From an optimization exercise on the open Yosys and OpenROAD flow, aimed at small area, a short achievable clock period and few clock cycles per item; shortcuts taken in it are not production practice.
Power figures rest on the tool's default switching activity, not on a simulated workload.

## old
==> flow/design.v <==
package apm_pkg;
  localparam int unsigned DataBits   = 32;
  localparam int unsigned RpmBits    = 30;
  localparam int unsigned CfgIdxBits = 2;
  localparam logic [CfgIdxBits-1:0] CfgDebounce    = 2'd0;
  localparam logic [CfgIdxBits-1:0] CfgStopTimeout = 2'd1;
  localparam logic [CfgIdxBits-1:0] CfgSpeedScale  = 2'd2;
  localparam logic OpPulse = 1'b0;
  localparam logic OpPoll  = 1'b1;
  localparam logic [DataBits-1:0] DebounceReset = 32'd40000;
  localparam logic [DataBits-1:0] StopReset     = 32'd3000000;
  localparam logic [DataBits-1:0] ScaleReset    = 32'd558584000;
  localparam logic [DataBits-1:0] RpmQ4Num = 32'd960000000;
  localparam int unsigned     MphNumBits = 18;
  localparam int unsigned     MphDenBits = 17;
  localparam logic [MphNumBits-1:0] MphNum = 18'd223694;
  localparam logic [MphDenBits-1:0] MphDen = 17'd100000;
  localparam int unsigned     ProdBits     = DataBits + MphNumBits;
  localparam int unsigned     MphDigitBits = 4;
  localparam int unsigned     MphSteps     = (ProdBits + MphDigitBits - 1) / MphDigitBits;
  localparam int unsigned     MphQuotBits  = MphSteps * MphDigitBits;
  localparam int unsigned DivSteps = DataBits;
  localparam int unsigned CntBits  = $clog2(DivSteps);
  localparam int unsigned QueueDepth     = 2;
  localparam int unsigned QueuePtrBits   = $clog2(QueueDepth);
  localparam int unsigned QueueCountBits = $clog2(QueueDepth + 1);
  typedef struct packed {
    logic                operation;
    logic [DataBits-1:0] now_us;
  } in_word_t;
  typedef struct packed {
    logic                pulse_accepted;
    logic [DataBits-1:0] revolutions;
    logic [DataBits-1:0] period_us;
    logic [RpmBits-1:0]  rpm_q4;
    logic [DataBits-1:0] speed_mm_per_s;
    logic [DataBits-1:0] speed_milli_mph;
  } out_word_t;
  typedef struct packed {
    logic                pulse_accepted;
    logic [DataBits-1:0] revolutions;
    logic [DataBits-1:0] period_us;
  } job_t;
endpackage
module anemometer_period_speed_meter_top (
  input  logic                           clk_i,
  input  logic                           rst_ni,
  input  logic                           in_valid_i,
  output logic                           in_ready_o,
  input  apm_pkg::in_word_t              in_word_i,
  output logic                           out_valid_o,
  input  logic                           out_ready_i,
  output apm_pkg::out_word_t             out_word_o,
  input  logic                           cfg_we_i,
  input  logic [apm_pkg::CfgIdxBits-1:0] cfg_index_i,
  input  logic [apm_pkg::DataBits-1:0]   cfg_data_i
);
  localparam logic [31:0] RpmNum = apm_pkg::RpmQ4Num;
  logic [31:0] deb_q, stop_q, scale_q;
  logic        stg_we_q;
  logic [1:0]  stg_idx_q;
  logic [31:0] stg_data_q;
  always_ff @(posedge clk_i or negedge rst_ni) begin
    if (!rst_ni) begin
      stg_we_q <= 1'b0;
    end else begin
      stg_we_q <= cfg_we_i;
    end
  end
  always_ff @(posedge clk_i) begin
    stg_idx_q  <= cfg_index_i;
    stg_data_q <= cfg_data_i;
  end
  always_ff @(posedge clk_i or negedge rst_ni) begin
    if (!rst_ni) begin
      deb_q   <= apm_pkg::DebounceReset;
      stop_q  <= apm_pkg::StopReset;
      scale_q <= apm_pkg::ScaleReset;
    end else if (stg_we_q) begin
      case (stg_idx_q)
        apm_pkg::CfgDebounce:    deb_q   <= stg_data_q;
        apm_pkg::CfgStopTimeout: stop_q  <= stg_data_q;
        apm_pkg::CfgSpeedScale:  scale_q <= stg_data_q;
        default: ;
      endcase
    end
  end
  typedef enum logic [1:0] {
    StIdle,
    StDiv,
    StLast
  } state_e;
  state_e      state_q;
  logic        in_v_q;             
  logic        t_v_q;              
  logic        out_valid_q;
  logic        cache_q;            
  logic [31:0] last_q;
  logic        pulse_q;
  logic [31:0] rev_q, per_q;
  logic [29:0] quo_r_q;            
  logic [31:0] quo_s_q;            
  logic        nb_r_q, nb_s_q;     
  logic [31:0] mph_q;
  logic [32:0] rem_r_q, rem_s_q;   
  logic        qb_q;               
  logic [16:0] rem_m_q;            
  logic        sat_q;
  logic [4:0]  cnt_q;
  logic        in_rdy_q;
  assign in_ready_o  = in_rdy_q;
  assign out_valid_o = out_valid_q;
  assign out_word_o  = {pulse_q, rev_q, per_q, quo_r_q, quo_s_q, mph_q};
  logic        in_op_q;
  logic [31:0] in_now_q;
  always_ff @(posedge clk_i) begin
    if (in_ready_o) begin
      in_op_q  <= in_word_i.operation;
      in_now_q <= in_word_i.now_us;
    end
  end
  logic [32:0] el_x;
  logic [31:0] elapsed;
  logic        wrap, deb_ok, stop_hit;
  logic [33:0] x_a, x_b, x_d, y_d, x_s, x_c, y_s, y_c, x, y;
  logic [4:0]  el_skip;
  logic        t_deb_q, t_stop_q, t_elz_q;
  logic [4:0]  t_skip_q;
  assign el_x    = {1'b0, in_now_q} - {1'b0, last_q};
  assign elapsed = el_x[31:0];
  assign wrap    = el_x[32];
  assign x_a = {2'b00, in_now_q};
  assign x_b = {2'b11, ~last_q};
  assign x_d = {2'b11, ~deb_q};
  assign y_d = {2'b11, ~stop_q};
  assign x_s = x_a ^ x_b ^ x_d;
  assign x_c = {(x_a[32:0] & x_b[32:0]) | (x_a[32:0] & x_d[32:0]) | (x_b[32:0] & x_d[32:0]), 1'b1};
  assign y_s = x_a ^ x_b ^ y_d;
  assign y_c = {(x_a[32:0] & x_b[32:0]) | (x_a[32:0] & y_d[32:0]) | (x_b[32:0] & y_d[32:0]), 1'b0};
  assign x   = x_s + x_c + 34'd1;
  assign y   = y_s + y_c + 34'd1;
  assign deb_ok   = wrap ? !(x[33] && !x[32]) : !x[33];
  assign stop_hit = wrap ? !(y[33] && !y[32]) : !y[33];
  always_comb begin
    el_skip = '0;
    for (int i = 1; i < 30; i++) if (elapsed[i]) el_skip = 5'(i);
    if (elapsed[31:30] != '0) el_skip = 5'd29;
  end
  always_ff @(posedge clk_i) begin
    if (in_v_q) begin
      t_deb_q  <= deb_ok;
      t_stop_q <= stop_hit;
      t_elz_q  <= in_now_q == last_q;
      t_skip_q <= el_skip;
    end
  end
  logic        last_nz, per_nz, pulse_ok, set_per, clr_per, fire, go_div, go_zero;
  logic [4:0]  p_skip_q;           
  assign last_nz  = last_q != '0;
  assign per_nz   = per_q != '0;
  assign pulse_ok = (in_op_q == apm_pkg::OpPulse) && t_deb_q;
  assign set_per  = pulse_ok && last_nz;
  assign clr_per  = (in_op_q == apm_pkg::OpPoll) && last_nz && t_stop_q;
  assign fire     = t_v_q && (state_q == StIdle) && (!out_valid_q || out_ready_i);
  assign go_div   = set_per ? !t_elz_q : (!clr_per && per_nz && !cache_q);
  assign go_zero  = set_per ? t_elz_q : (clr_per || !per_nz);
  always_comb begin
  end
  logic [4:0]  skip;
  logic [1:0]  nz;
  logic [31:0] scl, rpm;
  assign skip = set_per ? t_skip_q : p_skip_q;
  assign nz   = scale_q[31] ? 2'd0 : scale_q[30] ? 2'd1 : 2'd2;
  assign scl  = scale_q << nz;
  assign rpm  = RpmNum << nz;
  logic [63:0] num_s, num_r;
  logic [4:0]  cnt_init, nb_idx;
  assign num_s    = {32'b0, scl} << skip;
  assign num_r    = {32'b0, rpm} << skip;
  assign cnt_init = ~skip - {3'b0, nz};
  assign nb_idx   = (state_q == StIdle) ? ~skip : cnt_q - 1'b1;
  logic [33:0] tr_r, tr_s, dv_r, dv_s, nr_r, nr_s;
  assign tr_r = {rem_r_q, nb_r_q};
  assign tr_s = {rem_s_q, nb_s_q};
  assign dv_r = rem_r_q[32] ? {2'b00, per_q} : ~{2'b00, per_q};
  assign dv_s = rem_s_q[32] ? {2'b00, per_q} : ~{2'b00, per_q};
  assign nr_r = tr_r + dv_r + {33'b0, ~rem_r_q[32]};
  assign nr_s = tr_s + dv_s + {33'b0, ~rem_s_q[32]};
  logic [17:0] m0;
  logic [16:0] rem_m_d;
  logic [2:0]  mv;
  logic        ge1, ge2, ge3;
  logic [3:0]  mlow;
  logic [28:0] yinc;
  logic [31:0] mph_d;
  logic        sat_d;
  function automatic logic ge_const(input logic [16:0] x, input logic [16:0] c);
    logic gt, eq;
    gt = 1'b0;
    eq = 1'b1;
    for (int i = 16; i >= 0; i--) begin
      gt = gt | (eq & x[i] & ~c[i]);
      eq = eq & (x[i] == c[i]);
    end
    ge_const = gt | eq;
  endfunction
  assign m0  = {rem_m_q, 1'b0};
  assign ge1 = ge_const(rem_m_q, 17'd50000);    
  assign ge2 = ge_const(rem_m_q, 17'd38153);    
  assign ge3 = ge_const(rem_m_q, 17'd88153);    
  always_comb begin
    if (!qb_q) begin
      if (!ge1) begin rem_m_d = m0[16:0];                    mv = 3'd0; end
      else      begin rem_m_d = 17'(m0 - 18'd100000);        mv = 3'd1; end
    end else begin
      if (!ge2)      begin rem_m_d = 17'(m0 + 18'd23694);    mv = 3'd2; end
      else if (!ge3) begin rem_m_d = 17'(m0 - 18'd76306);    mv = 3'd3; end
      else           begin rem_m_d = 17'(m0 - 18'd176306);   mv = 3'd4; end
    end
  end
  logic s0, ao;
  assign mlow  = {1'b0, mph_q[1:0], 1'b0} + {1'b0, mv};
  assign yinc  = mph_q[30:2] + 1'b1;
  assign s0    = sat_q | mph_q[31];
  assign ao    = &mph_q[30:2];
  assign sat_d = s0 | (mlow[3] & ao);
  assign mph_d = {32{s0}} |
                 {(mlow[3] ? (yinc | {29{ao}}) : mph_q[30:2]), (mlow[2:0] | {3{mlow[3] & ao}})};
  state_e state_d;
  logic   in_v_d, t_v_d, out_valid_d;
  always_comb begin
    state_d     = state_q;
    in_v_d      = in_rdy_q && in_valid_i;
    t_v_d       = in_v_q || (t_v_q && !fire);
    out_valid_d = out_valid_q && !out_ready_i;
    unique case (state_q)
      StIdle: begin
        if (fire) begin
          if (go_div) state_d = StDiv;
          else        out_valid_d = 1'b1;
        end
      end
      StDiv:   if (cnt_q == '0) state_d = StLast;
      StLast: begin
        out_valid_d = 1'b1;
        state_d     = StIdle;
      end
      default: state_d = StIdle;
    endcase
  end
  always_ff @(posedge clk_i or negedge rst_ni) begin
    if (!rst_ni) begin
      in_rdy_q    <= 1'b1;
      in_v_q      <= 1'b0;
      t_v_q       <= 1'b0;
      state_q     <= StIdle;
      out_valid_q <= 1'b0;
      cache_q     <= 1'b0;
      last_q      <= '0;
      rev_q       <= '0;
      per_q       <= '0;
      p_skip_q    <= '0;
    end else begin
      in_rdy_q    <= !in_v_d && (!t_v_d || (state_d == StIdle && !out_valid_d));
      in_v_q      <= in_v_d;
      t_v_q       <= t_v_d;
      state_q     <= state_d;
      out_valid_q <= out_valid_d;
      if (stg_we_q && stg_idx_q == apm_pkg::CfgSpeedScale) cache_q <= 1'b0;
      if (fire) begin
        if (pulse_ok) begin
          last_q <= in_now_q;
          rev_q  <= rev_q + 1'b1;
        end
        if (set_per) begin
          per_q    <= elapsed;
          p_skip_q <= t_skip_q;
        end else if (clr_per) begin
          per_q    <= '0;
          p_skip_q <= '0;
        end
        if (!go_div && go_zero) cache_q <= 1'b1;
      end
      if (state_q == StLast) cache_q <= 1'b1;
    end
  end
  always_ff @(posedge clk_i) begin
    nb_r_q <= (state_q == StIdle) ? rpm[nb_idx] : RpmNum[nb_idx];
    nb_s_q <= (state_q == StIdle) ? scl[nb_idx] : scale_q[nb_idx];
  end
  always_ff @(posedge clk_i) begin
    if (state_q == StIdle) begin
      rem_r_q <= {1'b0, num_r[63:32]};
      rem_s_q <= {1'b0, num_s[63:32]};
      qb_q    <= 1'b0;
      rem_m_q <= '0;
      sat_q   <= 1'b0;
      cnt_q   <= cnt_init;
    end else begin
      rem_r_q <= nr_r[32:0];
      rem_s_q <= nr_s[32:0];
      qb_q    <= ~nr_s[33];
      rem_m_q <= rem_m_d;
      sat_q   <= sat_d;
      cnt_q   <= cnt_q - 1'b1;
    end
  end
  always_ff @(posedge clk_i) begin
    unique case (state_q)
      StIdle: begin
        if (fire) begin
          pulse_q <= pulse_ok;
          if (go_div || go_zero) begin
            quo_r_q <= '0;
            quo_s_q <= '0;
            mph_q   <= '0;
          end
        end
      end
      StDiv: begin
        quo_r_q <= {quo_r_q[28:0], ~nr_r[33]};
        quo_s_q <= {quo_s_q[30:0], ~nr_s[33]};
        mph_q   <= mph_d;
      end
      StLast: mph_q <= mph_d;
      default: ;
    endcase
  end
endmodule
Settings: LEC_CHECK=0, CAP_MARGIN=0, CORE_MARGIN=2, CORE_UTILIZATION=40, CTS_CLUSTER_DIAMETER=90, CTS_CLUSTER_SIZE=35, SETUP_SLACK_MARGIN=5, SLEW_MARGIN=0; clock period 9.0 ns.
run.sh (not shown) runs the stock make flow with config.mk's settings and CLKGATE_MAP_FILE= SYNTH_SCRIPT=/design/flow/synth_recipe.tcl, a recipe that flattens the netlist after the stock synthesis.
The following lists how new was set up differently from old:
--- a/flow/design.v
+++ b/flow/design.v
@@ -123,9 +123,9 @@
   logic [31:0] elapsed;
   logic        wrap, deb_ok, stop_hit;
   logic [33:0] x_a, x_b, x_d, y_d, x_s, x_c, y_s, y_c, x, y;
-  logic [4:0]  el_skip;
+  logic [3:0]  el_skip;
   logic        t_deb_q, t_stop_q, t_elz_q;
-  logic [4:0]  t_skip_q;
+  logic [3:0]  t_skip_q;
   assign el_x    = {1'b0, in_now_q} - {1'b0, last_q};
   assign elapsed = el_x[31:0];
   assign wrap    = el_x[32];
@@ -143,8 +143,7 @@
   assign stop_hit = wrap ? !(y[33] && !y[32]) : !y[33];
   always_comb begin
     el_skip = '0;
-    for (int i = 1; i < 30; i++) if (elapsed[i]) el_skip = 5'(i);
-    if (elapsed[31:30] != '0) el_skip = 5'd29;
+    for (int i = 1; i < 15; i++) if ((elapsed >> (2*i)) != 32'd0) el_skip = 4'(i);
   end
   always_ff @(posedge clk_i) begin
     if (in_v_q) begin
@@ -155,7 +154,7 @@
     end
   end
   logic        last_nz, per_nz, pulse_ok, set_per, clr_per, fire, go_div, go_zero;
-  logic [4:0]  p_skip_q;           
+  logic [3:0]  p_skip_q;           
   assign last_nz  = last_q != '0;
   assign per_nz   = per_q != '0;
   assign pulse_ok = (in_op_q == apm_pkg::OpPulse) && t_deb_q;
@@ -166,19 +165,19 @@
   assign go_zero  = set_per ? t_elz_q : (clr_per || !per_nz);
   always_comb begin
   end
-  logic [4:0]  skip;
-  logic [1:0]  nz;
+  logic [3:0]  skip;
+  logic        num_small;
   logic [31:0] scl, rpm;
-  assign skip = set_per ? t_skip_q : p_skip_q;
-  assign nz   = scale_q[31] ? 2'd0 : scale_q[30] ? 2'd1 : 2'd2;
-  assign scl  = scale_q << nz;
-  assign rpm  = RpmNum << nz;
+  assign skip      = set_per ? t_skip_q : p_skip_q;
+  assign num_small = scale_q[31:30] == '0;
+  assign scl       = num_small ? {scale_q[29:0], 2'b00} : scale_q;
+  assign rpm       = num_small ? {RpmNum[29:0], 2'b00} : RpmNum;
   logic [63:0] num_s, num_r;
   logic [4:0]  cnt_init, nb_idx;
-  assign num_s    = {32'b0, scl} << skip;
-  assign num_r    = {32'b0, rpm} << skip;
-  assign cnt_init = ~skip - {3'b0, nz};
-  assign nb_idx   = (state_q == StIdle) ? ~skip : cnt_q - 1'b1;
+  assign num_s    = {32'b0, scl} << {skip, 1'b0};
+  assign num_r    = {32'b0, rpm} << {skip, 1'b0};
+  assign cnt_init = {~skip, 1'b1} - {3'b0, num_small, 1'b0};
+  assign nb_idx   = (state_q == StIdle) ? {~skip, 1'b1} : cnt_q - 1'b1;
   logic [33:0] tr_r, tr_s, dv_r, dv_s, nr_r, nr_s;
   assign tr_r = {rem_r_q, nb_r_q};
   assign tr_s = {rem_s_q, nb_s_q};
## What came out
Total nets after synthesis for new is lower than for old. Relative to old, fraction of the mapped netlist area in compound gates has increased by 0.85 points in new. Going from old to new, post-synthesis to final-layout area growth was more or less identical, count of clock tree sinks went down by 0.43%, maximum frequency went up by 0.73%, total power went down by 6.9%, number of global-route vias before repair went down by 371. Between new and old, the difference in utilization is negligible.
No functional check of the RTL was part of any run of this note.

========
== run 1 ==
Starts from the design.v that is shown in full above.
==> flow/config.mk <==
export PLATFORM = sky130hd
export DESIGN_NAME = anemometer_period_speed_meter_top
export DESIGN_NICKNAME = anemometer_period_speed_meter_top
export VERILOG_FILES = /design/flow/design.v
export SDC_FILE = /design/flow/constraint.sdc
export NUM_CORES = 4
export LEC_CHECK = 0
export CAP_MARGIN = 20
export CORE_MARGIN = 2
export CORE_UTILIZATION = 40
export SETUP_SLACK_MARGIN = 5
export SLEW_MARGIN = 20
==> flow/constraint.sdc <==
create_clock -name core_clock -period 9.0 [get_ports {clk_i}]
set_input_delay 1.8000 -clock core_clock [delete_from_list [all_inputs] [get_ports {clk_i}]]
set_output_delay 1.8000 -clock core_clock [all_outputs]
set_load 0.01 [all_outputs]
What run 5 does differently from run 1 at the input level:
--- a/flow/design.v
+++ b/flow/design.v
@@ -123,9 +123,9 @@
   logic [31:0] elapsed;
   logic        wrap, deb_ok, stop_hit;
   logic [33:0] x_a, x_b, x_d, y_d, x_s, x_c, y_s, y_c, x, y;
-  logic [4:0]  el_skip;
+  logic [3:0]  el_skip;
   logic        t_deb_q, t_stop_q, t_elz_q;
-  logic [4:0]  t_skip_q;
+  logic [3:0]  t_skip_q;
   assign el_x    = {1'b0, in_now_q} - {1'b0, last_q};
   assign elapsed = el_x[31:0];
   assign wrap    = el_x[32];
@@ -143,8 +143,7 @@
   assign stop_hit = wrap ? !(y[33] && !y[32]) : !y[33];
   always_comb begin
     el_skip = '0;
-    for (int i = 1; i < 30; i++) if (elapsed[i]) el_skip = 5'(i);
-    if (elapsed[31:30] != '0) el_skip = 5'd29;
+    for (int i = 1; i < 15; i++) if ((elapsed >> (2*i)) != 32'd0) el_skip = 4'(i);
   end
   always_ff @(posedge clk_i) begin
     if (in_v_q) begin
@@ -155,7 +154,7 @@
     end
   end
   logic        last_nz, per_nz, pulse_ok, set_per, clr_per, fire, go_div, go_zero;
-  logic [4:0]  p_skip_q;           
+  logic [3:0]  p_skip_q;           
   assign last_nz  = last_q != '0;
   assign per_nz   = per_q != '0;
   assign pulse_ok = (in_op_q == apm_pkg::OpPulse) && t_deb_q;
@@ -166,19 +165,19 @@
   assign go_zero  = set_per ? t_elz_q : (clr_per || !per_nz);
   always_comb begin
   end
-  logic [4:0]  skip;
-  logic [1:0]  nz;
+  logic [3:0]  skip;
+  logic        num_small;
   logic [31:0] scl, rpm;
-  assign skip = set_per ? t_skip_q : p_skip_q;
-  assign nz   = scale_q[31] ? 2'd0 : scale_q[30] ? 2'd1 : 2'd2;
-  assign scl  = scale_q << nz;
-  assign rpm  = RpmNum << nz;
+  assign skip      = set_per ? t_skip_q : p_skip_q;
+  assign num_small = scale_q[31:30] == '0;
+  assign scl       = num_small ? {scale_q[29:0], 2'b00} : scale_q;
+  assign rpm       = num_small ? {RpmNum[29:0], 2'b00} : RpmNum;
   logic [63:0] num_s, num_r;
   logic [4:0]  cnt_init, nb_idx;
-  assign num_s    = {32'b0, scl} << skip;
-  assign num_r    = {32'b0, rpm} << skip;
-  assign cnt_init = ~skip - {3'b0, nz};
-  assign nb_idx   = (state_q == StIdle) ? ~skip : cnt_q - 1'b1;
+  assign num_s    = {32'b0, scl} << {skip, 1'b0};
+  assign num_r    = {32'b0, rpm} << {skip, 1'b0};
+  assign cnt_init = {~skip, 1'b1} - {3'b0, num_small, 1'b0};
+  assign nb_idx   = (state_q == StIdle) ? {~skip, 1'b1} : cnt_q - 1'b1;
   logic [33:0] tr_r, tr_s, dv_r, dv_s, nr_r, nr_s;
   assign tr_r = {rem_r_q, nb_r_q};
   assign tr_s = {rem_s_q, nb_s_q};
### Flow results
Compared with run 1, run 5 instantiates a smaller number of cells. In run 5, the part of the total power dissipated in the clock network came out 0.9 points above the value in run 1. Taking run 1 as the reference point, the maximum frequency of run 5 rises by about 0.66%. On run 5: compound-cell area share of the yosys netlist is 0.85 points higher than what run 1 gave. Synthesis left run 5 with fewer flip-flops than run 1. Run 1 → run 5: utilization held; final-layout worst hold slack decreased by 0.0055 ns relative to the old numbers. Routed metal-1 wirelength of run 5 falls short of that of run 1 by a little under 10%. Latest clock arrival within the worst-skew pair: run 1 vs run 5, no meaningful difference. First-iteration DRC count (run 5 over run 1): decrease, about 1.4%. Cmp run 5 and run 1 / non-clock buffer count / lower: run 1. The lower relative slew slack of run 5 and run 1 is in run 5.
Function was not checked in any run of this note: the RTL went through the layout flow alone.

## static timing again, ports no longer ideal
How much do the figures lean on ideal ports? The routed layouts below were timed once more, with nothing changed but the port constraints. Step 1 assumes that a clkbuf_16 drives the clock port and a buf_2 every other input. Step 2 also shifts input and output timing later by t, the mid clock arrival at the registers, as if the neighbouring blocks saw the same clock. Slacks: no drivers / after step 1 / after step 2; pairs: no drivers / after step 1.
run | t, ns | setup WS [ns] | hold WS [ns] | worst register clock-pin slew, ns | worst slew at a driven data input, ns
old | 0.655 | 5.072 / 5.072 / 4.797 | 0.468 / 0.468 / 0.468 | 0.12 / 0.12 | 0.07
new | 0.678 | 5.100 / 5.059 / 4.615 | 0.463 / 0.463 / 0.463 | 0.12 / 0.12 | 0.06
run 1 | 0.685 | 5.100 / 5.100 / 4.711 | 0.454 / 0.454 / 0.454 | 0.07 / 0.07 | 0.06
run 5 | 0.680 | 5.126 / 5.080 / 4.558 | 0.448 / 0.448 / 0.448 | 0.07 / 0.07 | 0.06
After both steps every run listed still meets setup and hold. The setup slack of run 5, which loses most, moves by -0.046 ns with the drivers and by -0.568 ns with both steps.
